Background: an optimization exercise with open tools, aiming at small area, a short achievable clock period and few clock cycles per item. Do not read the settings as production practice.
No run shown here included a check of the RTL's function; only the layout flow was run.

==> flow/design.v, too long to show whole: its modules and the start of the top module <==
// module bcpg_tail: 694 lines
// module bcpg_sub: 376 lines
// module bcpg_wstep: 623 lines
// module cubic_bezier_point_generator: 156 lines
module cubic_bezier_point_generator
(
    input  logic clk,
    input  logic rst_n,
    input  logic in_valid,
    output logic in_ready,
    input  logic [127:0] in_data,
    output logic out_valid,
    input  logic out_ready,
    output logic [38:0]  out_data
);
  // ...
==> flow/run.sh <==
#!/bin/bash
# synth_recipe.tcl (not shown) runs the flow's synth.tcl, then flattens the netlist and writes it again
# the make line also repeats each setting of config.mk as NAME=value (left out here)
make -C /OpenROAD-flow-scripts/flow DESIGN_CONFIG=/design/flow/config.mk WORK_HOME=/design/flow/orfs CLKGATE_MAP_FILE= SYNTH_SCRIPT=/design/flow/synth_recipe.tcl finish
==> flow/config.mk <==
export PLATFORM = sky130hd
export DESIGN_NAME = cubic_bezier_point_generator
export DESIGN_NICKNAME = cubic_bezier_point_generator
export VERILOG_FILES = /design/flow/design.v
export SDC_FILE = /design/flow/constraint.sdc
export NUM_CORES = 4
export LEC_CHECK = 0
export ABC_CLOCK_PERIOD_IN_PS = 3500
export CAP_MARGIN = 20
export CORE_MARGIN = 2
export CORE_UTILIZATION = 40
export SETUP_SLACK_MARGIN = 4.5
export SLEW_MARGIN = 20
==> flow/constraint.sdc <==
create_clock -name core_clock -period 8.0 [get_ports {clk}]
set_input_delay 1.6000 -clock core_clock [delete_from_list [all_inputs] [get_ports {clk}]]
set_output_delay 1.6000 -clock core_clock [all_outputs]
set_load 0.01 [all_outputs]
==> results.toml, run 1 <==
[status]
outcome = "finished clean"

[global_routing]
overflow = 0
grt_pass1_wl_mm = 186

[layout]
largest_reg_flops = 128
antenna_cells = 0
clkbuf_count = 96
clk_share_pct = 4.03
n_all_inverters = 597
seq_area_sq_um = 18500
final_cell_area_sq_um = 58700

[floorplanning]
start_util_pct = 40.3

[sta]
tns_ns = 0
min_period_ns = 4.01
setup_ws_ns = 3.99

[synthesis]
synth_compound_area_share_pct = 15.8
muxShareOfSynthArea_pct = 0.444
syn_avg_cell_area_sq_um = 10.7
synth_cell_types = 95
syn_nets = 5350
netlist_instances = 4483

[worst_setup_path]
cp-end-kind = "flip-flop"
critPathCapture = "o_data[37]"
path_common_cell = "fa_1"
r2r-end = "o_data[37]"
r2r_start = "d_i[0]"

[routing]
route.detailed.drc = 0
num_vias = 34429
routedWlPerCell_um = 18.4

[clock_network]
cts_buffers = 76
clk_pin_slew_ns = 0.06
==> run 2: changes to the inputs <==
--- a/flow/config.mk
+++ b/flow/config.mk
@@ -6,8 +6,6 @@
 export NUM_CORES = 4
 export LEC_CHECK = 0
-export ABC_CLOCK_PERIOD_IN_PS = 3500
 export CAP_MARGIN = 20
 export CORE_MARGIN = 2
 export CORE_UTILIZATION = 40
-export SETUP_SLACK_MARGIN = 4.5
 export SLEW_MARGIN = 20
==> results.toml, run 2 <==
[layout]
nets = 5495
top_regs = "g_coord.p (128), g_coord.w (126)"
regMostFlops = "g_coord.p"
syn_to_final_growth_pct = 13.1
fill_cells = 11112
final_cell_mix = "inv_1 (595), edfxtp_1 (585), ha_1 (453)"
drive_above_1_share_pct = 4.94
final_common_cell = "inv_1"
largest_reg_flops = 128
final_cell_area_sq_um = 54500
fin_util_pct = 45.5

[sta]
setup_viol = 0
tns_ns = 0
max_freq_ghz = 0.200
finalHoldViolations = 0
fin_crit_sh_pct = 62.4
finalClockSkew_ns = 0.0507
min_period_ns = 4.99
drv_slew = 0
relSlewSlack_pct = 32.7
rsz0062_at_grt = "false"
tightest_slew_ns = 1.01

[clock_network]
post_cts_resized = 0
clk_pin_slew_ns = 0.06
clk_latency_ns = 0.67
post_cts_buffers = 0
cts_tree = "yes"
cts_buffers = 76
cts_hold_buf = 0
cts_buffer_depth = 3
htree_levels = 3
cts_sinks = 631
ctsRootBufferMaster = "clkbuf_16"

[synthesis]
syn_nets = 5350
synth_fa_ha_area_share_pct = 23.5
synth-edff-count = 585
synth_compound_area_share_pct = 15.8
synthArstFlopShare_pct = 1.11
yosys.area_share.simple_pct = 7.82
synth_top_family_by_area = "adder cells"
yosysTopAreaCell = "edfxtp_1"
syn_avg_cell_area_sq_um = 10.7
yosysSeqAreaShare_pct = 38.4
synth_cell_types = 95
muxShareOfSynthArea_pct = 0.444
yosysWarnings = 11
syn_area_sq_um = 48200
synth.most_common_cell = "inv_1"
synthXorXnorAreaFrac_pct = 8.22
netlist.area_leader.share_pct = 36.5
synthTopCellsByArea = "edfxtp_1 (36%), ha_1 (12%), fa_1 (12%)"
synth_seq_cells = 631
synthTopCellsByCount = "inv_1 (596), edfxtp_1 (585), ha_1 (453)"
ys.flop_type = "edfxtp_1"
netlist_instances = 4483

[global_routing]
grt_pass1_wl_mm = 178
antenna_found_initial = 6
overflow = 0
grt_max_degree = 144
track_usage_pct = 18.0
grt_pass1_vias = 32527

[routing]
drt-initial-drc-count = 2307
drt_wl_total_mm = 111
route.detailed.drc = 0
ant_nets = 0
num_vias = 32988
viasPerCell = 5.23
first_pass_iters = 6
routedWlPerCell_um = 17.6

[placed_design]
hpwlAfterDp_mm = 84.1
placed_area_sq_um = 51700
portBuffers = 172
place_congestion = 0.877

[run]
drv_cap = 0

[worst_setup_path]
crit_required_ns = 8.39
crit_fanout = 51
crit_type = "flip-flop to flip-flop"
cp.arrival_ns = 5.38
worst_setup_path_start_kind = "flip-flop"
cp-end-kind = "flip-flop"

[floorplanning]
core-area_sq_um = 120000
die_area_sq_um = 123000
die_h_um = 351
start_util_pct = 40.3
rows = 127
die_w_um = 351
io_pins = 173

[status]
outcome = "finished clean"

[worst_hold_path]
min_path_type = "flip-flop to flip-flop"
run 2: final cells by class:
type                       count  area (sq um)  share of cell area [%]
multi-input combinational   3113         26900                    49.4
sequential                   631         18500                    34.0
inverter                     597          2240                    4.12
timing repair buffer         209          2030                    3.73
tap                         1612          2020                    3.70
clock buffer                  91          1990                    3.65
clock inverter                51           763                    1.40
antenna                        1          2.50                 0.00459
run 2: cell families (layout without fill, tap and decap cells):
logic type,Yosys count,in the layout
AOI/OAI and AO/OA,1108,1108
and+or+nand+nor,798,798
buffers and inverters,739,948
adders and majority gates,735,735
DFF,631,631
xor gates and xnor gates,452,452
muxes,20,20
other,0,1
run 2: through the flow:
stage	hold WS (ns)	setup slack (ns)	instances
floorplan	0.400	0.616	4483
global placement	0.406	2.94	6159
detailed placement	0.405	2.91	6159
CTS	0.408	2.89	6301
global route	0.426	2.72	6304
finish	0.418	3.01	6305
run 2: critical path: stages (launching register included):
cell,delay (ns)
edfxtp_1,0.76
buf_4,0.58
a22oi_1,0.16
xor2_1,0.19
fa_1,0.54
inv_1,0.06
fa_1,0.47
ha_1,0.36
a21oi_1,0.15
o21ai_0,0.15
a31oi_4,0.21
o21ai_2,0.10
a221o_2,0.42
a211oi_2,0.27
o21bai_1,0.11
xor2_1,0.15
run 2: per-layer routing:
layer	vias to the layer above	routed length [um]	GRT usage, %
li1	16212	-	-
met1	15838	54000	26.4
met2	783	49300	27.9
met3	145	5500	2.62
met4	10	2250	4.62
met5	-	69	0
run 2: final timing paths:
check                                      endpoint  depth (start not counted)  slack, ns  startpoint
worst max-delay path            g_coord[1].c_r0[14]                         15       3.01      b_i[0]
worst min-delay path                         c_i[2]                          0       0.42      b_i[2]
worst max register to register  g_coord[1].c_r0[14]                         15       3.01      b_i[0]
worst min register to register               c_i[2]                          0       0.42      b_i[2]
max in group asynchronous                       s_v                          1       6.22       rst_n
min in group asynchronous                       a_v                          1       1.34       rst_n
==> module cubic_bezier_point_generator, before the edit <==
module cubic_bezier_point_generator
(
    input  logic clk,
    input  logic rst_n,
    input  logic in_valid,
    output logic in_ready,
    input  logic [127:0] in_data,
    output logic out_valid,
    input  logic out_ready,
    output logic [38:0]  out_data
);
    function automatic logic [7:0] booth(input logic [4:0] i);
        logic [2:0] one, two;
        logic [1:0] neg;
        logic [2:0] g;
        for (int k = 0; k < 3; k++)
        begin
            g[2] = (k < 2) ? i[2*k+1] : 1'b0;
            g[1] = i[2*k];
            g[0] = (k > 0) ? i[2*k-1] : 1'b0;
            one[k] = g[1] ^ g[0];
            two[k] = (g == 3'b100) || (g == 3'b011);
            if (k < 2)
                neg[k] = g[2];
        end
        booth = {one, two, neg};
    endfunction
    logic       a_v, b_v, c_v, d_v, o_v, s_v, rdy;
    logic [4:0] a_i, b_i, c_i, d_i;
    logic [7:0] b_bc, d_bc;
    logic       fire, a_free, o_load, d_fire;
    assign fire     = !s_v;
    assign a_free   = !a_v || (a_i == 5'd31);
    assign in_ready = rdy;
    assign o_load   = !o_v || out_ready;
    assign d_fire   = fire && d_v;
    always_ff @(posedge clk or negedge rst_n)
    begin
        if (!rst_n)
        begin
            a_v <= 1'b0;
            b_v <= 1'b0;
            c_v <= 1'b0;
            d_v <= 1'b0;
            o_v <= 1'b0;
            s_v <= 1'b0;
            rdy <= 1'b1;
        end
        else
        begin
            if (fire)
            begin
                b_v <= a_v;
                c_v <= b_v;
                d_v <= c_v;
                if (a_free)
                    a_v <= in_valid;
            end
            if (o_load)
            begin
                o_v <= s_v || d_fire;
                s_v <= 1'b0;
            end
            else if (d_fire)
                s_v <= 1'b1;
            rdy <= (o_load || (fire && !d_v)) &&
                   (fire ? (a_free ? !in_valid : (a_i == 5'd30))
                         : a_free);
        end
    end
    always_ff @(posedge clk)
    begin
        if (fire)
        begin
            b_i  <= a_i;
            b_bc <= booth(a_i);
            c_i  <= b_i;
            d_i  <= c_i;
            d_bc <= booth(c_i);
            a_i  <= a_free ? 5'd0 : a_i + 5'd1;
        end
    end
    logic [38:0] res, s_data, o_data;
    genvar c;
    generate
        for (c = 0; c < 2; c++)
        begin : g_coord
            localparam int OFS = (c == 0) ? 16 : 0;
            logic [15:0] p [4];
            logic [20:0] w [3];
            logic [20:0] wn [3];
            logic [15:0] b_q0, b_q1;
            logic [16:0] b_e0n, b_e1n, b_e0, b_e1;
            logic [15:0] c_r0n, c_r1n, c_r0, c_r1;
            logic [15:0] d_r0;
            logic [16:0] d_en, d_e;
            logic [15:0] pt;
            for (genvar k = 0; k < 3; k++)
            begin : g_q
                bcpg_wstep u_w (.w(w[k]), .pa(p[k+1]), .pb(p[k]), .y(wn[k]));
                always_ff @(posedge clk)
                begin
                    if (fire)
                    begin
                        if (a_free)
                            w[k] <= {in_data[96 - 32*k + OFS +: 16], 5'b00000};
                        else
                            w[k] <= wn[k];
                    end
                end
            end
            always_ff @(posedge clk)
            begin
                if (fire && a_free)
                begin
                    p[0] <= in_data[96 + OFS +: 16];
                    p[1] <= in_data[64 + OFS +: 16];
                    p[2] <= in_data[32 + OFS +: 16];
                    p[3] <= in_data[0 + OFS +: 16];
                end
            end
            bcpg_sub  u_e0 (.a(w[0][20:5]), .b(w[1][20:5]), .e(b_e0n));
            bcpg_sub  u_e1 (.a(w[1][20:5]), .b(w[2][20:5]), .e(b_e1n));
            bcpg_tail u_r0 (.a(b_q0), .e(b_e0), .bo(b_bc[7:5]), .bt(b_bc[4:2]), .bn(b_bc[1:0]), .y(c_r0n));
            bcpg_tail u_r1 (.a(b_q1), .e(b_e1), .bo(b_bc[7:5]), .bt(b_bc[4:2]), .bn(b_bc[1:0]), .y(c_r1n));
            bcpg_sub  u_e3 (.a(c_r0), .b(c_r1), .e(d_en));
            bcpg_tail u_pt (.a(d_r0), .e(d_e), .bo(d_bc[7:5]), .bt(d_bc[4:2]), .bn(d_bc[1:0]), .y(pt));
            always_ff @(posedge clk)
            begin
                if (fire)
                begin
                    b_q0 <= w[0][20:5];
                    b_q1 <= w[1][20:5];
                    b_e0 <= b_e0n;
                    b_e1 <= b_e1n;
                    c_r0 <= c_r0n;
                    c_r1 <= c_r1n;
                    d_r0 <= c_r0;
                    d_e  <= d_en;
                end
            end
            assign res[38 - 16*c -: 16] = pt;
        end
    endgenerate
    assign res[6:1] = {1'b0, d_i};
    assign res[0]   = (d_i == 5'd31);
    always_ff @(posedge clk)
    begin
        if (fire)
            s_data <= res;
        if (o_load)
            o_data <= s_v ? s_data : res;
    end
    assign out_valid = o_v;
    assign out_data  = o_data;
endmodule
==> run 3: changes to the inputs <==
--- a/flow/design.v
+++ b/flow/design.v
@@ -26,5 +26,5 @@
     } issue_t;
 endpackage
-module bcpg_tail
+module bcpg_csa
 (
     input logic [15:0] a,
@@ -33,5 +33,7 @@
     input logic [2:0] bt,
     input logic [1:0] bn,
-    output logic [15:0] y
+    output logic [15:0] s,
+    output logic [15:0] c,
+    output logic k
 );
     logic n0;
@@ -193,180 +195,4 @@
     logic n156;
     logic n157;
-    logic n158;
-    logic n159;
-    logic n160;
-    logic n161;
-    logic n162;
-    logic n163;
-    logic n164;
-    logic n165;
-    logic n166;
-    logic n167;
-    logic n168;
-    logic n169;
-    logic n170;
-    logic n171;
-    logic n172;
-    logic n173;
-    logic n174;
-    logic n175;
-    logic n176;
-    logic n177;
-    logic n178;
-    logic n179;
-    logic n180;
-    logic n181;
-    logic n182;
-    logic n183;
-    logic n184;
-    logic n185;
-    logic n186;
-    logic n187;
-    logic n188;
-    logic n189;
-    logic n190;
-    logic n191;
-    logic n192;
-    logic n193;
-    logic n194;
-    logic n195;
-    logic n196;
-    logic n197;
-    logic n198;
-    logic n199;
-    logic n200;
-    logic n201;
-    logic n202;
-    logic n203;
-    logic n204;
-    logic n205;
-    logic n206;
-    logic n207;
-    logic n208;
-    logic n209;
-    logic n210;
-    logic n211;
-    logic n212;
-    logic n213;
-    logic n214;
-    logic n215;
-    logic n216;
-    logic n217;
-    logic n218;
-    logic n219;
-    logic n220;
-    logic n221;
-    logic n222;
-    logic n223;
-    logic n224;
-    logic n225;
-    logic n226;
-    logic n227;
-    logic n228;
-    logic n229;
-    logic n230;
-    logic n231;
-    logic n232;
-    logic n233;
-    logic n234;
-    logic n235;
-    logic n236;
-    logic n237;
-    logic n238;
-    logic n239;
-    logic n240;
-    logic n241;
-    logic n242;
-    logic n243;
-    logic n244;
-    logic n245;
-    logic n246;
-    logic n247;
-    logic n248;
-    logic n249;
-    logic n250;
-    logic n251;
-    logic n252;
-    logic n253;
-    logic n254;
-    logic n255;
-    logic n256;
-    logic n257;
-    logic n258;
-    logic n259;
-    logic n260;
-    logic n261;
-    logic n262;
-    logic n263;
-    logic n264;
-    logic n265;
-    logic n266;
-    logic n267;
-    logic n268;
-    logic n269;
-    logic n270;
-    logic n271;
-    logic n272;
-    logic n273;
-    logic n274;
-    logic n275;
-    logic n276;
-    logic n277;
-    logic n278;
-    logic n279;
-    logic n280;
-    logic n281;
-    logic n282;
-    logic n283;
-    logic n284;
-    logic n285;
-    logic n286;
-    logic n287;
-    logic n288;
-    logic n289;
-    logic n290;
-    logic n291;
-    logic n292;
-    logic n293;
-    logic n294;
-    logic n295;
-    logic n296;
-    logic n297;
-    logic n298;
-    logic n299;
-    logic n300;
-    logic n301;
-    logic n302;
-    logic n303;
-    logic n304;
-    logic n305;
-    logic n306;
-    logic n307;
-    logic n308;
-    logic n309;
-    logic n310;
-    logic n311;
-    logic n312;
-    logic n313;
-    logic n314;
-    logic n315;
-    logic n316;
-    logic n317;
-    logic n318;
-    logic n319;
-    logic n320;
-    logic n321;
-    logic n322;
-    logic n323;
-    logic n324;
-    logic n325;
-    logic n326;
-    logic n327;
-    logic n328;
-    logic n329;
-    logic n330;
-    logic n331;
-    logic n332;
-    logic n333;
     assign n0 = ((bo[0] & e[0])) ^ bn[0];
     assign n1 = ((bo[0] & e[1]) | (bt[0] & e[0])) ^ bn[0];
@@ -504,219 +330,378 @@
     assign n133 = n93 & n92;
     assign n134 = n93 ^ n92;
-    assign n135 = n95 & n94;
-    assign n136 = n95 ^ n94;
-    assign n137 = n97 & n96;
-    assign n138 = n97 ^ n96;
-    assign n139 = n99 & n98;
-    assign n140 = n99 ^ n98;
-    assign n141 = n101 & n100;
-    assign n142 = n101 ^ n100;
-    assign n143 = n103 & n102;
-    assign n144 = n103 ^ n102;
-    assign n145 = n105 & n104;
-    assign n146 = n105 ^ n104;
-    assign n147 = n107 & n106;
-    assign n148 = n107 ^ n106;
-    assign n149 = n109 & n108;
-    assign n150 = n109 ^ n108;
-    assign n151 = n111 & n110;
-    assign n152 = n111 ^ n110;
-    assign n153 = n113 & n112;
-    assign n154 = n113 ^ n112;
-    assign n155 = n115 & n114;
-    assign n156 = n115 ^ n114;
-    assign n157 = n117 & n116;
-    assign n158 = n117 ^ n116;
-    assign n159 = n119 & n118;
-    assign n160 = n119 ^ n118;
-    assign n161 = n121 & n120;
-    assign n162 = n121 ^ n120;
-    assign n163 = n123 & n122;
-    assign n164 = n123 ^ n122;
-    assign n165 = n125 & n124;
-    assign n166 = n125 ^ n124;
-    assign n167 = n1 & n127;
-    assign n168 = n1 & n128;
-    assign n169 = n130 & n1;
-    assign n170 = n131 | (n132 & n129);
-    assign n171 = n132 & n130;
-    assign n172 = n133 | (n134 & n131);
-    assign n173 = n134 & n132;
-    assign n174 = n135 | (n136 & n133);
-    assign n175 = n136 & n134;
-    assign n176 = n137 | (n138 & n135);
-    assign n177 = n138 & n136;
-    assign n178 = n139 | (n140 & n137);
-    assign n179 = n140 & n138;
-    assign n180 = n141 | (n142 & n139);
-    assign n181 = n142 & n140;
-    assign n182 = n143 | (n144 & n141);
-    assign n183 = n144 & n142;
-    assign n184 = n145 | (n146 & n143);
-    assign n185 = n146 & n144;
-    assign n186 = n147 | (n148 & n145);
-    assign n187 = n148 & n146;
-    assign n188 = n149 | (n150 & n147);
-    assign n189 = n150 & n148;
-    assign n190 = n151 | (n152 & n149);
-    assign n191 = n152 & n150;
-    assign n192 = n153 | (n154 & n151);
-    assign n193 = n154 & n152;
-    assign n194 = n155 | (n156 & n153);
-    assign n195 = n156 & n154;
-    assign n196 = n157 | (n158 & n155);
-    assign n197 = n158 & n156;
-    assign n198 = n159 | (n160 & n157);
-    assign n199 = n160 & n158;
-    assign n200 = n161 | (n162 & n159);
-    assign n201 = n162 & n160;
-    assign n202 = n163 | (n164 & n161);
-    assign n203 = n164 & n162;
-    assign n204 = n165 | (n166 & n163);
-    assign n205 = n166 & n164;
-    assign n206 = n129 | (n169 & n127);
-    assign n207 = n169 & n128;
-    assign n208 = n170 | (n171 & n167);
-    assign n209 = n171 & n168;
-    assign n210 = n172 | (n173 & n129);
-    assign n211 = n173 & n169;
-    assign n212 = n174 | (n175 & n170);
-    assign n213 = n175 & n171;
-    assign n214 = n176 | (n177 & n172);
-    assign n215 = n177 & n173;
-    assign n216 = n178 | (n179 & n174);
-    assign n217 = n179 & n175;
-    assign n218 = n180 | (n181 & n176);
-    assign n219 = n181 & n177;
-    assign n220 = n182 | (n183 & n178);
-    assign n221 = n183 & n179;
-    assign n222 = n184 | (n185 & n180);
-    assign n223 = n185 & n181;
-    assign n224 = n186 | (n187 & n182);
-    assign n225 = n187 & n183;
-    assign n226 = n188 | (n189 & n184);
-    assign n227 = n189 & n185;
-    assign n228 = n190 | (n191 & n186);
-    assign n229 = n191 & n187;
-    assign n230 = n192 | (n193 & n188);
-    assign n231 = n193 & n189;
-    assign n232 = n194 | (n195 & n190);
-    assign n233 = n195 & n191;
-    assign n234 = n196 | (n197 & n192);
-    assign n235 = n197 & n193;
-    assign n236 = n198 | (n199 & n194);
-    assign n237 = n199 & n195;
-    assign n238 = n200 | (n201 & n196);
-    assign n239 = n201 & n197;
-    assign n240 = n202 | (n203 & n198);
-    assign n241 = n203 & n199;
-    assign n242 = n204 | (n205 & n200);
-    assign n243 = n205 & n201;
-    assign n244 = n210 | (n211 & n127);
-    assign n245 = n211 & n128;
-    assign n246 = n212 | (n213 & n167);
-    assign n247 = n213 & n168;
-    assign n248 = n214 | (n215 & n206);
-    assign n249 = n215 & n207;
-    assign n250 = n216 | (n217 & n208);
-    assign n251 = n217 & n209;
-    assign n252 = n218 | (n219 & n210);
-    assign n253 = n219 & n211;
-    assign n254 = n220 | (n221 & n212);
-    assign n255 = n221 & n213;
-    assign n256 = n222 | (n223 & n214);
-    assign n257 = n223 & n215;
-    assign n258 = n224 | (n225 & n216);
-    assign n259 = n225 & n217;
-    assign n260 = n226 | (n227 & n218);
-    assign n261 = n227 & n219;
-    assign n262 = n228 | (n229 & n220);
-    assign n263 = n229 & n221;
-    assign n264 = n230 | (n231 & n222);
-    assign n265 = n231 & n223;
-    assign n266 = n232 | (n233 & n224);
-    assign n267 = n233 & n225;
-    assign n268 = n234 | (n235 & n226);
-    assign n269 = n235 & n227;
-    assign n270 = n236 | (n237 & n228);
-    assign n271 = n237 & n229;
-    assign n272 = n238 | (n239 & n230);
-    assign n273 = n239 & n231;
-    assign n274 = n240 | (n241 & n232);
-    assign n275 = n241 & n233;
-    assign n276 = n242 | (n243 & n234);
-    assign n277 = n243 & n235;
-    assign n278 = n252 | (n253 & n127);
-    assign n279 = n253 & n128;
-    assign n280 = n254 | (n255 & n167);
-    assign n281 = n255 & n168;
-    assign n282 = n256 | (n257 & n206);
-    assign n283 = n257 & n207;
-    assign n284 = n258 | (n259 & n208);
-    assign n285 = n259 & n209;
-    assign n286 = n260 | (n261 & n244);
-    assign n287 = n261 & n245;
-    assign n288 = n262 | (n263 & n246);
-    assign n289 = n263 & n247;
-    assign n290 = n264 | (n265 & n248);
-    assign n291 = n265 & n249;
-    assign n292 = n266 | (n267 & n250);
-    assign n293 = n267 & n251;
-    assign n294 = n268 | (n269 & n252);
-    assign n295 = n269 & n253;
-    assign n296 = n270 | (n271 & n254);
-    assign n297 = n271 & n255;
-    assign n298 = n272 | (n273 & n256);
-    assign n299 = n273 & n257;
-    assign n300 = n274 | (n275 & n258);
-    assign n301 = n275 & n259;
-    assign n302 = n276 | (n277 & n260);
-    assign n303 = n277 & n261;
-    assign n304 = n294 | (n295 & n127);
-    assign n305 = n295 & n128;
-    assign n306 = n296 | (n297 & n167);
-    assign n307 = n297 & n168;
-    assign n308 = n298 | (n299 & n206);
-    assign n309 = n299 & n207;
-    assign n310 = n300 | (n301 & n208);
-    assign n311 = n301 & n209;
-    assign n312 = n302 | (n303 & n244);
-    assign n313 = n303 & n245;
-    assign n314 = n1 ^ n127;
-    assign n315 = n130 ^ n167;
-    assign n316 = n132 ^ n206;
-    assign n317 = n134 ^ n208;
-    assign n318 = n136 ^ n244;
-    assign n319 = n138 ^ n246;
-    assign n320 = n140 ^ n248;
-    assign n321 = n142 ^ n250;
-    assign n322 = n144 ^ n278;
-    assign n323 = n146 ^ n280;
-    assign n324 = n148 ^ n282;
-    assign n325 = n150 ^ n284;
-    assign n326 = n152 ^ n286;
-    assign n327 = n154 ^ n288;
-    assign n328 = n156 ^ n290;
-    assign n329 = n158 ^ n292;
-    assign n330 = n160 ^ n304;
-    assign n331 = n162 ^ n306;
-    assign n332 = n164 ^ n308;
-    assign n333 = n166 ^ n310;
-    assign y[0] = n318;
-    assign y[1] = n319;
-    assign y[2] = n320;
-    assign y[3] = n321;
-    assign y[4] = n322;
-    assign y[5] = n323;
-    assign y[6] = n324;
-    assign y[7] = n325;
-    assign y[8] = n326;
-    assign y[9] = n327;
-    assign y[10] = n328;
-    assign y[11] = n329;
-    assign y[12] = n330;
-    assign y[13] = n331;
-    assign y[14] = n332;
-    assign y[15] = n333;
+    assign n135 = n1 & n127;
+    assign n136 = n1 & n128;
+    assign n137 = n130 & n1;
+    assign n138 = n131 | (n132 & n129);
+    assign n139 = n132 & n130;
+    assign n140 = n133 | (n134 & n131);
+    assign n141 = n134 & n132;
+    assign n142 = 1'b0 & n133;
+    assign n143 = n129 | (n137 & n127);
+    assign n144 = n137 & n128;
+    assign n145 = n138 | (n139 & n135);
+    assign n146 = n139 & n136;
+    assign n147 = n140 | (n141 & n129);
+    assign n148 = n141 & n137;
+    assign n149 = n142 | (1'b0 & n138);
+    assign n150 = n147 | (n148 & n127);
+    assign n151 = n148 & n128;
+    assign n152 = n149 | (1'b0 & n135);
+    assign n153 = n1 ^ n127;
+    assign n154 = n130 ^ n135;
+    assign n155 = n132 ^ n143;
+    assign n156 = n134 ^ n145;
+    assign n157 = 1'b0 ^ n150;
+    assign k = n157;
+    assign s[0] = n95;
+    assign c[0] = n94;
+    assign s[1] = n97;
+    assign c[1] = n96;
+    assign s[2] = n99;
+    assign c[2] = n98;
+    assign s[3] = n101;
+    assign c[3] = n100;
+    assign s[4] = n103;
+    assign c[4] = n102;
+    assign s[5] = n105;
+    assign c[5] = n104;
+    assign s[6] = n107;
+    assign c[6] = n106;
+    assign s[7] = n109;
+    assign c[7] = n108;
+    assign s[8] = n111;
+    assign c[8] = n110;
+    assign s[9] = n113;
+    assign c[9] = n112;
+    assign s[10] = n115;
+    assign c[10] = n114;
+    assign s[11] = n117;
+    assign c[11] = n116;
+    assign s[12] = n119;
+    assign c[12] = n118;
+    assign s[13] = n121;
+    assign c[13] = n120;
+    assign s[14] = n123;
+    assign c[14] = n122;
+    assign s[15] = n125;
+    assign c[15] = n124;
+endmodule
+module bcpg_cpa
+(
+    input logic [15:0] s,
+    input logic [15:0] c,
+    input logic k,
+    output logic [15:0] y
+);
+    logic n0;
+    logic n1;
+    logic n2;
+    logic n3;
+    logic n4;
+    logic n5;
+    logic n6;
+    logic n7;
+    logic n8;
+    logic n9;
+    logic n10;
+    logic n11;
+    logic n12;
+    logic n13;
+    logic n14;
+    logic n15;
+    logic n16;
+    logic n17;
+    logic n18;
+    logic n19;
+    logic n20;
+    logic n21;
+    logic n22;
+    logic n23;
+    logic n24;
+    logic n25;
+    logic n26;
+    logic n27;
+    logic n28;
+    logic n29;
+    logic n30;
+    logic n31;
+    logic n32;
+    logic n33;
+    logic n34;
+    logic n35;
+    logic n36;
+    logic n37;
+    logic n38;
+    logic n39;
+    logic n40;
+    logic n41;
+    logic n42;
+    logic n43;
+    logic n44;
+    logic n45;
+    logic n46;
+    logic n47;
+    logic n48;
+    logic n49;
+    logic n50;
+    logic n51;
+    logic n52;
+    logic n53;
+    logic n54;
+    logic n55;
+    logic n56;
+    logic n57;
+    logic n58;
+    logic n59;
+    logic n60;
+    logic n61;
+    logic n62;
+    logic n63;
+    logic n64;
+    logic n65;
+    logic n66;
+    logic n67;
+    logic n68;
+    logic n69;
+    logic n70;
+    logic n71;
+    logic n72;
+    logic n73;
+    logic n74;
+    logic n75;
+    logic n76;
+    logic n77;
+    logic n78;
+    logic n79;
+    logic n80;
+    logic n81;
+    logic n82;
+    logic n83;
+    logic n84;
+    logic n85;
+    logic n86;
+    logic n87;
+    logic n88;
+    logic n89;
+    logic n90;
+    logic n91;
+    logic n92;
+    logic n93;
+    logic n94;
+    logic n95;
+    logic n96;
+    logic n97;
+    logic n98;
+    logic n99;
+    logic n100;
+    logic n101;
+    logic n102;
+    logic n103;
+    logic n104;
+    logic n105;
+    logic n106;
+    logic n107;
+    logic n108;
+    logic n109;
+    logic n110;
+    logic n111;
+    logic n112;
+    logic n113;
+    logic n114;
+    logic n115;
+    logic n116;
+    logic n117;
+    logic n118;
+    logic n119;
+    logic n120;
+    logic n121;
+    logic n122;
+    logic n123;
+    logic n124;
+    logic n125;
+    logic n126;
+    logic n127;
+    logic n128;
+    logic n129;
+    logic n130;
+    logic n131;
+    logic n132;
+    logic n133;
+    logic n134;
+    logic n135;
+    logic n136;
+    logic n137;
+    logic n138;
+    logic n139;
+    logic n140;
+    logic n141;
+    logic n142;
+    logic n143;
+    logic n144;
+    logic n145;
+    logic n146;
+    assign n0 = s[0] & c[0];
+    assign n1 = s[0] ^ c[0];
+    assign n2 = s[1] & c[1];
+    assign n3 = s[1] ^ c[1];
+    assign n4 = s[2] & c[2];
+    assign n5 = s[2] ^ c[2];
+    assign n6 = s[3] & c[3];
+    assign n7 = s[3] ^ c[3];
+    assign n8 = s[4] & c[4];
+    assign n9 = s[4] ^ c[4];
+    assign n10 = s[5] & c[5];
+    assign n11 = s[5] ^ c[5];
+    assign n12 = s[6] & c[6];
+    assign n13 = s[6] ^ c[6];
+    assign n14 = s[7] & c[7];
+    assign n15 = s[7] ^ c[7];
+    assign n16 = s[8] & c[8];
+    assign n17 = s[8] ^ c[8];
+    assign n18 = s[9] & c[9];
+    assign n19 = s[9] ^ c[9];
+    assign n20 = s[10] & c[10];
+    assign n21 = s[10] ^ c[10];
+    assign n22 = s[11] & c[11];
+    assign n23 = s[11] ^ c[11];
+    assign n24 = s[12] & c[12];
+    assign n25 = s[12] ^ c[12];
+    assign n26 = s[13] & c[13];
+    assign n27 = s[13] ^ c[13];
+    assign n28 = s[14] & c[14];
+    assign n29 = s[14] ^ c[14];
+    assign n30 = s[15] & c[15];
+    assign n31 = s[15] ^ c[15];
+    assign n32 = n0 | (n1 & k);
+    assign n33 = n2 | (n3 & n32);
+    assign n34 = n3 & n1;
+    assign n35 = n4 | (n5 & n2);
+    assign n36 = n5 & n3;
+    assign n37 = n6 | (n7 & n4);
+    assign n38 = n7 & n5;
+    assign n39 = n8 | (n9 & n6);
+    assign n40 = n9 & n7;
+    assign n41 = n10 | (n11 & n8);
+    assign n42 = n11 & n9;
+    assign n43 = n12 | (n13 & n10);
+    assign n44 = n13 & n11;
+    assign n45 = n14 | (n15 & n12);
+    assign n46 = n15 & n13;
+    assign n47 = n16 | (n17 & n14);
+    assign n48 = n17 & n15;
+    assign n49 = n18 | (n19 & n16);
+    assign n50 = n19 & n17;
+    assign n51 = n20 | (n21 & n18);
+    assign n52 = n21 & n19;
+    assign n53 = n22 | (n23 & n20);
+    assign n54 = n23 & n21;
+    assign n55 = n24 | (n25 & n22);
+    assign n56 = n25 & n23;
+    assign n57 = n26 | (n27 & n24);
+    assign n58 = n27 & n25;
+    assign n59 = n28 | (n29 & n26);
+    assign n60 = n29 & n27;
+    assign n61 = n30 | (n31 & n28);
+    assign n62 = n31 & n29;
+    assign n63 = n35 | (n36 & n32);
+    assign n64 = n36 & n1;
+    assign n65 = n37 | (n38 & n33);
+    assign n66 = n38 & n34;
+    assign n67 = n39 | (n40 & n35);
+    assign n68 = n40 & n36;
+    assign n69 = n41 | (n42 & n37);
+    assign n70 = n42 & n38;
+    assign n71 = n43 | (n44 & n39);
+    assign n72 = n44 & n40;
+    assign n73 = n45 | (n46 & n41);
+    assign n74 = n46 & n42;
+    assign n75 = n47 | (n48 & n43);
+    assign n76 = n48 & n44;
+    assign n77 = n49 | (n50 & n45);
+    assign n78 = n50 & n46;
+    assign n79 = n51 | (n52 & n47);
+    assign n80 = n52 & n48;
+    assign n81 = n53 | (n54 & n49);
+    assign n82 = n54 & n50;
+    assign n83 = n55 | (n56 & n51);
+    assign n84 = n56 & n52;
+    assign n85 = n57 | (n58 & n53);
+    assign n86 = n58 & n54;
+    assign n87 = n59 | (n60 & n55);
+    assign n88 = n60 & n56;
+    assign n89 = n61 | (n62 & n57);
+    assign n90 = n62 & n58;
+    assign n91 = n67 | (n68 & n32);
+    assign n92 = n68 & n1;
+    assign n93 = n69 | (n70 & n33);
+    assign n94 = n70 & n34;
+    assign n95 = n71 | (n72 & n63);
+    assign n96 = n72 & n64;
+    assign n97 = n73 | (n74 & n65);
+    assign n98 = n74 & n66;
+    assign n99 = n75 | (n76 & n67);
+    assign n100 = n76 & n68;
+    assign n101 = n77 | (n78 & n69);
+    assign n102 = n78 & n70;
+    assign n103 = n79 | (n80 & n71);
+    assign n104 = n80 & n72;
+    assign n105 = n81 | (n82 & n73);
+    assign n106 = n82 & n74;
+    assign n107 = n83 | (n84 & n75);
+    assign n108 = n84 & n76;
+    assign n109 = n85 | (n86 & n77);
+    assign n110 = n86 & n78;
+    assign n111 = n87 | (n88 & n79);
+    assign n112 = n88 & n80;
+    assign n113 = n89 | (n90 & n81);
+    assign n114 = n90 & n82;
+    assign n115 = n99 | (n100 & n32);
+    assign n116 = n100 & n1;
+    assign n117 = n101 | (n102 & n33);
+    assign n118 = n102 & n34;
+    assign n119 = n103 | (n104 & n63);
+    assign n120 = n104 & n64;
+    assign n121 = n105 | (n106 & n65);
+    assign n122 = n106 & n66;
+    assign n123 = n107 | (n108 & n91);
+    assign n124 = n108 & n92;
+    assign n125 = n109 | (n110 & n93);
+    assign n126 = n110 & n94;
+    assign n127 = n111 | (n112 & n95);
+    assign n128 = n112 & n96;
+    assign n129 = n113 | (n114 & n97);
+    assign n130 = n114 & n98;
+    assign n131 = n1 ^ k;
+    assign n132 = n3 ^ n32;
+    assign n133 = n5 ^ n33;
+    assign n134 = n7 ^ n63;
+    assign n135 = n9 ^ n65;
+    assign n136 = n11 ^ n91;
+    assign n137 = n13 ^ n93;
+    assign n138 = n15 ^ n95;
+    assign n139 = n17 ^ n97;
+    assign n140 = n19 ^ n115;
+    assign n141 = n21 ^ n117;
+    assign n142 = n23 ^ n119;
+    assign n143 = n25 ^ n121;
+    assign n144 = n27 ^ n123;
+    assign n145 = n29 ^ n125;
+    assign n146 = n31 ^ n127;
+    assign y[0] = n131;
+    assign y[1] = n132;
+    assign y[2] = n133;
+    assign y[3] = n134;
+    assign y[4] = n135;
+    assign y[5] = n136;
+    assign y[6] = n137;
+    assign y[7] = n138;
+    assign y[8] = n139;
+    assign y[9] = n140;
+    assign y[10] = n141;
+    assign y[11] = n142;
+    assign y[12] = n143;
+    assign y[13] = n144;
+    assign y[14] = n145;
+    assign y[15] = n146;
 endmodule
 module bcpg_sub
@@ -1747,13 +1732,14 @@
         booth = {one, two, neg};
     endfunction
-    logic       a_v, b_v, c_v, d_v, o_v, s_v, rdy;
-    logic [4:0] a_i, b_i, c_i, d_i;
-    logic [7:0] b_bc, d_bc;
-    logic       fire, a_free, o_load, d_fire;
+    logic       a_v, b_v, d_v, e_v, o_v, s_v, rdy;
+    logic [4:0] a_i, b_i, d_i, e_i;
+    logic [7:0] a_bc, d_bc;
+    logic       fire, a_free, o_load, e_fire;
     assign fire     = !s_v;
     assign a_free   = !a_v || (a_i == 5'd31);
     assign in_ready = rdy;
     assign o_load   = !o_v || out_ready;
-    assign d_fire   = fire && d_v;
+    assign e_fire   = fire && e_v;
+    assign a_bc     = booth(a_i);
     always_ff @(posedge clk or negedge rst_n)
     begin
@@ -1762,6 +1748,6 @@
             a_v <= 1'b0;
             b_v <= 1'b0;
-            c_v <= 1'b0;
             d_v <= 1'b0;
+            e_v <= 1'b0;
             o_v <= 1'b0;
             s_v <= 1'b0;
@@ -1773,6 +1759,6 @@
             begin
                 b_v <= a_v;
-                c_v <= b_v;
-                d_v <= c_v;
+                d_v <= b_v;
+                e_v <= d_v;
                 if (a_free)
                     a_v <= in_valid;
@@ -1780,10 +1766,10 @@
             if (o_load)
             begin
-                o_v <= s_v || d_fire;
+                o_v <= s_v || e_fire;
                 s_v <= 1'b0;
             end
-            else if (d_fire)
+            else if (e_fire)
                 s_v <= 1'b1;
-            rdy <= (o_load || (fire && !d_v)) &&
+            rdy <= (o_load || (fire && !e_v)) &&
                    (fire ? (a_free ? !in_valid : (a_i == 5'd30))
                          : a_free);
@@ -1795,8 +1781,7 @@
         begin
             b_i  <= a_i;
-            b_bc <= booth(a_i);
-            c_i  <= b_i;
-            d_i  <= c_i;
-            d_bc <= booth(c_i);
+            d_i  <= b_i;
+            d_bc <= booth(b_i);
+            e_i  <= d_i;
             a_i  <= a_free ? 5'd0 : a_i + 5'd1;
         end
@@ -1811,9 +1796,14 @@
             logic [20:0] w [3];
             logic [20:0] wn [3];
-            logic [15:0] b_q0, b_q1;
-            logic [16:0] b_e0n, b_e1n, b_e0, b_e1;
-            logic [15:0] c_r0n, c_r1n, c_r0, c_r1;
+            logic [16:0] e0, e1, e3n;
+            logic [15:0] s0n, c0n, s1n, c1n, s3n, c3n;
+            logic        k0n, k1n, k3n;
+            logic [15:0] b_s0, b_c0, b_s1, b_c1;
+            logic        b_k0, b_k1;
+            logic [15:0] r0n, r1n;
             logic [15:0] d_r0;
-            logic [16:0] d_en, d_e;
+            logic [16:0] d_e3;
+            logic [15:0] e_s, e_c;
+            logic        e_k;
             logic [15:0] pt;
             for (genvar k = 0; k < 3; k++)
@@ -1841,22 +1831,31 @@
                 end
             end
-            bcpg_sub  u_e0 (.a(w[0][20:5]), .b(w[1][20:5]), .e(b_e0n));
-            bcpg_sub  u_e1 (.a(w[1][20:5]), .b(w[2][20:5]), .e(b_e1n));
-            bcpg_tail u_r0 (.a(b_q0), .e(b_e0), .bo(b_bc[7:5]), .bt(b_bc[4:2]), .bn(b_bc[1:0]), .y(c_r0n));
-            bcpg_tail u_r1 (.a(b_q1), .e(b_e1), .bo(b_bc[7:5]), .bt(b_bc[4:2]), .bn(b_bc[1:0]), .y(c_r1n));
-            bcpg_sub  u_e3 (.a(c_r0), .b(c_r1), .e(d_en));
-            bcpg_tail u_pt (.a(d_r0), .e(d_e), .bo(d_bc[7:5]), .bt(d_bc[4:2]), .bn(d_bc[1:0]), .y(pt));
+            bcpg_sub u_e0 (.a(w[0][20:5]), .b(w[1][20:5]), .e(e0));
+            bcpg_sub u_e1 (.a(w[1][20:5]), .b(w[2][20:5]), .e(e1));
+            bcpg_csa u_m0 (.a(w[0][20:5]), .e(e0), .bo(a_bc[7:5]), .bt(a_bc[4:2]), .bn(a_bc[1:0]),
+                           .s(s0n), .c(c0n), .k(k0n));
+            bcpg_csa u_m1 (.a(w[1][20:5]), .e(e1), .bo(a_bc[7:5]), .bt(a_bc[4:2]), .bn(a_bc[1:0]),
+                           .s(s1n), .c(c1n), .k(k1n));
+            bcpg_cpa u_r0 (.s(b_s0), .c(b_c0), .k(b_k0), .y(r0n));
+            bcpg_cpa u_r1 (.s(b_s1), .c(b_c1), .k(b_k1), .y(r1n));
+            bcpg_sub u_e3 (.a(r0n), .b(r1n), .e(e3n));
+            bcpg_csa u_m3 (.a(d_r0), .e(d_e3), .bo(d_bc[7:5]), .bt(d_bc[4:2]), .bn(d_bc[1:0]),
+                           .s(s3n), .c(c3n), .k(k3n));
+            bcpg_cpa u_pt (.s(e_s), .c(e_c), .k(e_k), .y(pt));
             always_ff @(posedge clk)
             begin
                 if (fire)
                 begin
-                    b_q0 <= w[0][20:5];
-                    b_q1 <= w[1][20:5];
-                    b_e0 <= b_e0n;
-                    b_e1 <= b_e1n;
-                    c_r0 <= c_r0n;
-                    c_r1 <= c_r1n;
-                    d_r0 <= c_r0;
-                    d_e  <= d_en;
+                    b_s0 <= s0n;
+                    b_c0 <= c0n;
+                    b_k0 <= k0n;
+                    b_s1 <= s1n;
+                    b_c1 <= c1n;
+                    b_k1 <= k1n;
+                    d_r0 <= r0n;
+                    d_e3 <= e3n;
+                    e_s  <= s3n;
+                    e_c  <= c3n;
+                    e_k  <= k3n;
                 end
             end
@@ -1864,6 +1863,6 @@
         end
     endgenerate
-    assign res[6:1] = {1'b0, d_i};
-    assign res[0]   = (d_i == 5'd31);
+    assign res[6:1] = {1'b0, e_i};
+    assign res[0]   = (e_i == 5'd31);
     always_ff @(posedge clk)
     begin
--- a/flow/config.mk
+++ b/flow/config.mk
@@ -6,6 +6,8 @@
 export NUM_CORES = 4
 export LEC_CHECK = 0
+export ABC_CLOCK_PERIOD_IN_PS = 3000
 export CAP_MARGIN = 20
 export CORE_MARGIN = 2
 export CORE_UTILIZATION = 40
+export SETUP_SLACK_MARGIN = 4.5
 export SLEW_MARGIN = 20
==> results.toml, run 3 <==
[synthesis]
synthXorXnorAreaFrac_pct = 8.16
netlist_instances = 4538
synthTopCellsByArea = "edfxtp_1 (36%), fa_1 (12%), ha_1 (12%)"
synthArstFlopShare_pct = 1.11
synth_seq_cells = 628
synth_fa_ha_area_share_pct = 23.8
yosysTopAreaCell = "edfxtp_1"
syn_area_sq_um = 48300
synth_cell_types = 79
yosys.area_share.simple_pct = 7.64
yosysWarnings = 11
synth_top_family_by_area = "adder cells"
synth.most_common_cell = "inv_1"
synth_compound_area_share_pct = 15.4
muxShareOfSynthArea_pct = 0.474
synthTopCellsByCount = "inv_1 (695), edfxtp_1 (582), ha_1 (447)"
synth-edff-count = 582
netlist.area_leader.share_pct = 36.2
ys.flop_type = "edfxtp_1"
syn_nets = 5411
syn_avg_cell_area_sq_um = 10.6
yosysSeqAreaShare_pct = 38.2

[floorplanning]
start_util_pct = 40.3
die_h_um = 352
io_pins = 173
core-area_sq_um = 120000
die_w_um = 352
die_area_sq_um = 124000
rows = 127

[worst_setup_path]
worst_setup_path_start_kind = "flip-flop"
worstPathCellList = "buf_6, buf_6, inv_6, fa_2, nor2b_4, o31ai_4, a211oi_4, buf_6, o2111ai_4, a211oi_2, nand3b_1, buf_4, a22oi_2, xnor2_2, fa_1, inv_2, fa_2"
path_common_cell = "buf_6"
crit_type = "flip-flop to flip-flop"
crit_fanout = 5
cp-end-kind = "flip-flop"
crit_required_ns = 8.39
cp.arrival_ns = 4.46
cpMaxStageDelayCell = "fa_1"
critPathMaxStageDelay_ns = 0.58

[global_routing]
grt_pass1_wl_mm = 191
grt_max_degree = 212
track_usage_pct = 19.5
overflow = 0
antenna_found_initial = 4
grt_pass1_vias = 34548

[sta]
finalClockSkew_ns = 0.0396
drv_slew = 0
tightest_slew_ns = 1.05
max_freq_ghz = 0.245
tns_ns = 0
setup_viol = 0
relSlewSlack_pct = 29.8
finalHoldViolations = 0
min_period_ns = 4.08
rsz0062_at_grt = "true"
fin_crit_sh_pct = 50.9
setup_ws_ns = 3.92

[clock_network]
clk_latency_ns = 0.66
cts_buffer_depth = 3
cts_buffers = 77
cts_tree = "yes"
cts_sinks = 628
htree_levels = 3
cts_hold_buf = 0
clk_pin_slew_ns = 0.07
ctsRootBufferMaster = "clkbuf_16"

[placed_design]
dp_slack_ns = 3.64
portBuffers = 172
dp_cells = 6218
place_congestion = 0.873
hpwlAfterDp_mm = 86.3

[layout]
final_cells = 6671
syn_to_final_growth_pct = 26.0
nets = 5869
top_regs = "g_coord.p (128), g_coord.w (126)"
fill_cells = 10532
regMostFlops = "g_coord.p"
final_common_cell = "inv_1"
drive_above_1_share_pct = 21.8
antenna_cells = 0
final_cell_mix = "inv_1 (650), edfxtp_1 (582), ha_1 (380)"
largest_reg_flops = 128

[routing]
ant_nets = 0
route.detailed.drc = 0
first_pass_iters = 6
viasPerCell = 5.24
drt_wl_total_mm = 123
num_vias = 34941
drt-initial-drc-count = 2488
routedWlPerCell_um = 18.5

[run]
drv_cap = 0

[status]
outcome = "finished clean"

[worst_hold_path]
min_path_type = "flip-flop to flip-flop"
run 3: cell types whose count changed after synthesis, moves of 18 or more:
cell,previous run,this run
o21ai_0,171,236
or2_2,5,27
nand2_1,252,226
xnor2_1,213,308
xor2_1,239,140
a211oi_1,19,37
o21bai_1,38,18
inv_1,596,695
a22oi_1,275,241
o21ai_1,55,2
run 3: area by class of cell:
type	instances	area, sq um	share of cell area [%]
Multi-Input combinational cell	3083	30600	50.2
Inverter	699	2660	4.37
Clock buffer	103	2250	3.71
Timing Repair Buffer	507	4600	7.56
Tap cell	1612	2020	3.31
Sequential cell	628	18400	30.3
Clock inverter	39	314	0.516
run 3: cell families after synthesis:
kind of cell	Yosys count
compound gates	1102
xor+xnor	449
fa+ha+maj	741
buf+inv	828
flops	628
mux	21
simple gates	769
run 3: per-stage QoR:
stage	cell area (sq um)	hold slack (ns)	utilization [%]
global placement	52200	0.439	43.6
global route	60900	0.483	50.8
finish	60900	0.463	50.8
CTS	58400	0.465	48.8
floorplan	48700	0.400	-
detailed placement	52300	0.448	43.6
run 3: routing by layer:
layer | vias to the layer above | part of all wire [%] | GRT usage [%]
met5 | - | 0.029 | 0
li1 | 16899 | - | -
met3 | 194 | 5.8 | 3.35
met4 | 6 | 2.6 | 6.07
met1 | 16935 | 46 | 27.4
met2 | 907 | 45 | 30.8
run 3: timing repair:
| item | 4_1_cts | 5_1_grt |
|---|---|---|
| cloned | 0 | 1 |
| setup endpoints to repair | 196 | 197 |
| hold endpoints to repair | 0 | 0 |
| gates resized for setup | 440 | 309 |
| setup buffers | 196 | 112 |
| pin swaps | 205 | 232 |
run 3: path summary, 6_finish.rpt:
| kind | slack [ns] | endpoint | depth (start not counted) | from |
|---|---|---|---|---|
| min in group asynchronous | 1.23 | o_v | 1 | rst_n |
| hold reg to reg | 0.46 | s_data[0] | 2 | s_data[0] |
| setup reg to reg | 3.92 | g_coord[0].b_s0[10] | 17 | g_coord[0].w[1][6] |
| max in group asynchronous | 6.45 | rdy | 1 | rst_n |
| hold / removal | 0.46 | s_data[0] | 2 | s_data[0] |
| setup / recovery | 3.92 | g_coord[0].b_s0[10] | 17 | g_coord[0].w[1][6] |
run 3: worst max-delay path: cells and delay by family (launching register included):
kind / cells / cell delay, ns
flops: 1 / 0.52
fa+ha+maj: 3 / 1.38
simple gates: 2 / 0.37
buf+inv: 6 / 0.64
xor+xnor: 1 / 0.21
compound gates: 5 / 0.69
==> run 4: changes to the inputs <==
--- a/flow/config.mk
+++ b/flow/config.mk
@@ -6,8 +6,8 @@
 export NUM_CORES = 4
 export LEC_CHECK = 0
-export ABC_CLOCK_PERIOD_IN_PS = 3000
+export ABC_CLOCK_PERIOD_IN_PS = 2000
 export CAP_MARGIN = 20
 export CORE_MARGIN = 2
 export CORE_UTILIZATION = 40
-export SETUP_SLACK_MARGIN = 4.5
+export SETUP_SLACK_MARGIN = 5
 export SLEW_MARGIN = 20
==> results.toml, run 4 <==
[status]
outcome = "finished clean"

[clock_network]
cts_buffer_depth = 3
cts_sinks = 628
cts_hold_buf = 0
cts_tree = "yes"
htree_levels = 3
clk_latency_ns = 0.65
ctsRootBufferMaster = "clkbuf_16"
cts_buffers = 76
clk_pin_slew_ns = 0.06

[sta]
max_freq_ghz = 0.248
finalHoldViolations = 0
setup_ws_ns = 3.97
tightest_slew_ns = 0.986
tns_ns = 0
finalClockSkew_ns = 0.0313
min_period_ns = 4.03
rsz0062_at_grt = "true"
fin_crit_sh_pct = 50.4
drv_slew = 0
holdWs_ns = 0.420
relSlewSlack_pct = 34.3
setup_viol = 0

[global_routing]
grt_pass1_wl_mm = 200
antenna_found_initial = 4
grt_pass1_vias = 35633
track_usage_pct = 20.5
overflow = 0
grt_max_degree = 159

[worst_setup_path]
worst_setup_path_start_kind = "flip-flop"
crit_type = "flip-flop to flip-flop"
r2r_cells = 15
crit_required_ns = 8.37
crit_fanout = 3
reg2reg_setup_slack_ns = 3.97
cp.arrival_ns = 4.40
cp-end-kind = "flip-flop"

[routing]
first_pass_iters = 8
drt_wl_total_mm = 130
routedWlPerCell_um = 19.2
top_layer = "met5"
m1WireLength_mm = 59.8
drt-initial-drc-count = 2260
route.met2.wl_mm = 58.9
route.detailed.drc = 0
viasPerCell = 5.31
num_vias = 35876
wl_met3_mm = 7.23
ant_nets = 0

[synthesis]
synth_cell_types = 79
synth_seq_cells = 628
netlist.area_leader.share_pct = 36.2
synthTopCellsByArea = "edfxtp_1 (36%), fa_1 (12%), ha_1 (12%)"
netlist_instances = 4538
syn_nets = 5411
yosysWarnings = 11
syn_area_sq_um = 48300
syn_avg_cell_area_sq_um = 10.6
synth-edff-count = 582
synthTopCellsByCount = "inv_1 (695), edfxtp_1 (582), ha_1 (447)"
yosysTopAreaCell = "edfxtp_1"
synth.most_common_cell = "inv_1"
synthArstFlopShare_pct = 1.11
ys.flop_type = "edfxtp_1"
yosysSeqAreaShare_pct = 38.2

[floorplanning]
io_pins = 173
start_util_pct = 40.3
die_area_sq_um = 124000
die_w_um = 352
die_h_um = 352
rows = 127
core-area_sq_um = 120000

[layout]
drive_above_1_share_pct = 27.6
fin_util_pct = 52.9
nets = 5957
regMostFlops = "g_coord.p"
largest_reg_flops = 128
top_regs = "g_coord.p (128), g_coord.w (126)"
final_cell_mix = "inv_1 (622), edfxtp_1 (582), ha_1 (349)"
syn_to_final_growth_pct = 31.1
final_common_cell = "inv_1"
antenna_cells = 0

[placed_design]
hpwlAfterDp_mm = 88.1
portBuffers = 172
dp_slack_ns = 3.46
place_congestion = 0.887

[worst_hold_path]
hold_depth = 0
min_path_type = "flip-flop to flip-flop"

[run]
drv_cap = 0
==> run 4: cell counts after synthesis <==
Identical to the previous run, type by type.
==> run 4: stage by stage <==
stage	cells	instance area (sq um)
after floorplan	4538	49800
after global placement	6219	53200
after detailed placement	6220	53200
after CTS	6641	60800
after global routing	6756	63400
final	6756	63400
==> run 4: routing by layer <==
metal  vias up  track usage [%]
met1     17654             29.0
met4         8             6.27
met5         -                0
met3       222             2.85
met2       959             32.4
li1      17033                -
==> run 4: area by class of cell <==
class	instances	area, sq um
clock buffers	97	2140
fillers	10366	56500
well taps	1612	2020
repair buffers	594	5550
clock inverters	41	514
inverters	699	2670
multi-input cells	3085	32000
flip-flops and latches	628	18400
==> run 4: worst paths after layout <==
path / start / endpoint
max: g_coord[1].w[0][5] / g_coord[1].b_s0[12]
min: d_i[4] / e_i[4]
max reg2reg: g_coord[1].w[0][5] / g_coord[1].b_s0[12]
min reg2reg: d_i[4] / e_i[4]
max in group asynchronous: rst_n / rdy
min in group asynchronous: rst_n / a_v
==> run 4: cells by family (layout without fill, tap and decap cells) <==
logic type,count (synthesis),in the layout,share of synthesized area (%)
AO/OA/AOI/OAI,1102,1102,15.4
buffers and inverters,828,1431,6.43
AND/OR/NAND/NOR,769,772,7.64
adder cells (fa/ha/maj),741,741,23.8
flip-flops,628,628,38.2
XOR/XNOR,449,449,8.16
multiplexers,21,21,0.474
==> run 4: timing repair <==
action,4_1_cts,5_1_grt
pin swaps,387,355
buffers inserted,277,112
gates resized for setup,588,375
setup endpoints to repair,442,522
cloned,6,2
==> run 4: worst max-delay path, cell delays in order (launching register included) <==
cell,delay (ns)
edfxtp_1,0.51
ha_4,0.22
fa_2,0.34
nor2b_2,0.15
o31a_1,0.25
o21ai_4,0.09
o211ai_1,0.17
buf_4,0.17
a31oi_4,0.10
xnor2_2,0.17
buf_4,0.15
a21o_1,0.16
o211ai_1,0.26
fa_2,0.50
inv_2,0.07
fa_2,0.43

-- what the ideal ports hide --
Ports are ideal in the flow. The routed layouts listed here were re-timed in OpenROAD.
Step 1 sets driving cells, clkbuf_16 on the clock port and buf_2 on the other inputs (assumed; they add their load-dependent delay and slew).
Step 2 adds t to the input delays and takes it off the output delays; t is the mean of the earliest and latest rising clock arrival at the registers after step 1. Input paths then give back, and output paths get back, about the clock's delay inside the block.
a / b / c = no drivers / after step 1 / after step 2; a / b = the first two.
run	t (ns)	slack for setup (ns)	pins driven straight from the clock port
run 1	0.703	3.987 / 3.987 / 3.987	1
run 2	0.718	3.011 / 3.011 / 3.011	1
run 3	0.710	3.925 / 3.925 / 3.925	1
run 4	0.711	3.972 / 3.972 / 3.972	1
After both steps setup and hold are still met in every run listed.
